Background: an optimization exercise with open tools, aiming at small area, a short achievable clock period and few clock cycles per item. Do not read the settings as production practice.
Where RTL was checked, it was by simulation tests only, not by an equivalence proof against the original.

## old
Design pow_stream, start of the top module:
module pow_stream #(
  parameter int DATA_W = 32,
  parameter int EXP_W  = 3,
  parameter int ID_W   = 1
) (
  input  logic              clk,
  input  logic              aresetn,
  input  logic              s_tvalid,
  output logic              s_tready,
  input  logic [DATA_W-1:0] s_tdata,
  input  logic [EXP_W-1:0]  s_texp,
  input  logic [ID_W-1:0]   s_tid,
  input  logic              s_tlast,
  output logic              m_tvalid,
  input  logic              m_tready,
  output logic [DATA_W-1:0] m_tdata,
  output logic [ID_W-1:0]   m_tid,
  output logic              m_tlast,
  output logic              m_tovf
);
  logic              r_busy;
  logic [1:0]        r_ops;     
  logic [2:0]        r_sel;     
  logic [DATA_W-1:0] r_p;       
  logic [DATA_W-1:0] r_q;       
  logic [DATA_W-1:0] r_x;       
  logic [ID_W-1:0]   r_id;
  logic              r_last;
  logic              o_v;
  logic [DATA_W-1:0] o_data;
  logic [ID_W-1:0]   o_id;
  logic              o_last;
  logic              w_out_free;
  logic              w_done;
  logic              w_step;
  logic              w_take;
  logic [DATA_W-1:0] w_prod;
  logic [1:0]        w_ops;
  ...
==> flow/config.mk <==
export PLATFORM = sky130hd
export DESIGN_NAME = pow_stream
export DESIGN_NICKNAME = pow_stream
export VERILOG_FILES = /design/flow/design.v
export SDC_FILE = /design/flow/constraint.sdc
export NUM_CORES = 4
export LEC_CHECK = 0
export CAP_MARGIN = 20
export CORE_MARGIN = 2
export CORE_UTILIZATION = 40
export SLEW_MARGIN = 20
==> flow/constraint.sdc <==
create_clock -name core_clock -period 7.6 [get_ports {clk}]
set_input_delay 1.5200 -clock core_clock [delete_from_list [all_inputs] [get_ports {clk}]]
set_output_delay 1.5200 -clock core_clock [all_outputs]
set_load 0.01 [all_outputs]
run.sh (not shown) runs the stock make flow with config.mk's settings and CLKGATE_MAP_FILE= SYNTH_SCRIPT=/design/flow/synth_recipe.tcl, a recipe that flattens the netlist after the stock synthesis.
Setup changes, old to new
- SETUP_SLACK_MARGIN now 2.5, previously not set
==> notes.md <==
- Reported for old and new, number of tap instances turned out identical to the last digit.
- Compared with old, new shows a higher met2 track utilization from global routing.
- Count of vias placed by the detailed router, old and new: higher on new
- new against old; final standard cell area without fillers is up by more than 10%.
- On new: largest net degree at the start of global routing is about 3% higher than what old gave.
- Comparing quantity of gates resized following cts for old and new, the smaller number came from old.
- new vs. old: number of DRC markers in iteration 0 went up by 357.
- Sum of routed wire length over all layers grows by a few percent when moving from old to new.
- As far as count of inverters other than clock inverters in the layout goes, old and new are indistinguishable; the numbers are identical.
- In new, multi-input gate share of total cell area is lower than in old.
- Delta(final critical-path setup slack, new - old) > 0
No run of this note included a check of the RTL's function; only the layout flow was run.


Another version of the RTL of pow_stream (not shown whole).
Size in the first run: about 1,800 cells after synthesis, ~110 flip-flops, roughly 18,000 sq um of cells after synthesis.
## pow_stream
module pow_stream #(
  parameter int DATA_W = 32,
  parameter int EXP_W  = 3,
  parameter int ID_W   = 1
) (
  input  logic              clk,
  input  logic              aresetn,
  input  logic              s_tvalid,
  output logic              s_tready,
  input  logic [DATA_W-1:0] s_tdata,
  input  logic [EXP_W-1:0]  s_texp,
  input  logic [ID_W-1:0]   s_tid,
  input  logic              s_tlast,
  output logic              m_tvalid,
  input  logic              m_tready,
  output logic [DATA_W-1:0] m_tdata,
  output logic [ID_W-1:0]   m_tid,
  output logic              m_tlast,
  output logic              m_tovf
);
Settings: LEC_CHECK=0, CAP_MARGIN=20, CORE_MARGIN=2, CORE_UTILIZATION=40, SETUP_SLACK_MARGIN=2.0, SLEW_MARGIN=20, TNS_END_PERCENT=0; clock period 7.6 ns.
The baseline completed without violations.
Testbench counts at the start, summed over its fixed seeds: cycles 16,916, items 8,000.
==> next run, changes <==
CORE_UTILIZATION = 60   (was 40)
SETUP_SLACK_MARGIN = 1.0   (was 2.0)
Final area went down by a few percent.
Sequential cell count stays the same.
Clock-buffer cell count went up by 1.
Register-to-register slack hardly moves.
==> next run, changes <==
CORE_UTILIZATION = 40   (was 60)
SETUP_SLACK_MARGIN = 1.5   (was 1.0)
Final area rises by about 6%.
Wire length rises by 7.9%.
Global-route usage falls by 11 points.
Clock-buffer cell count falls by 1.
Maximum frequency stays flat.
Area after synthesis is unchanged.
Via count stays flat.
Utilization falls by 23 points.
==> next run, changes <==
SETUP_SLACK_MARGIN = 0.5   (was 1.5)
Design area decreases by 12%.
Worst hold slack hardly moves.
Die area is unchanged.
Clock-buffer cell count stays the same.

==> separate check: timing with driven ports <==
No port has a modelled driver above. Below, the same layouts with a new extraction and two added sets of constraints.
Step 1, drivers: a clkbuf_16 drives clk and a buf_2 each remaining input, both assumed.
Step 2, shift: input delay + t, output delay - t, t = (earliest + latest rising clock arrival at the registers) / 2. This alone moves slack from input paths to output paths.
Three values: no drivers, after step 1, after step 2; two values: the first two.
| run | shift t [ns] | setup slack, ns | worst setup path after step 2 | worst slew at a driven data input, ns | pins driven straight from the clock port |
|---|---|---|---|---|---|
| old | 0.487 | 0.183 / 0.183 / 0.183 | register to register | 0.06 | 1 |
| new | 0.466 | 1.041 / 1.041 / 1.041 | register to register | 0.06 | 1 |
| the first run of note 2 | 0.447 | 0.889 / 0.889 / 0.889 | register to register | 0.06 | 1 |
| the second run of note 2 | 0.423 | 0.900 / 0.900 / 0.900 | register to register | 0.05 | 1 |
| the third run of note 2 | 0.447 | 0.889 / 0.889 / 0.889 | register to register | 0.06 | 1 |
| the fourth run of note 2 | 0.441 | 0.620 / 0.620 / 0.620 | register to register | 0.05 | 1 |
After both steps setup and hold are still met in every run listed.
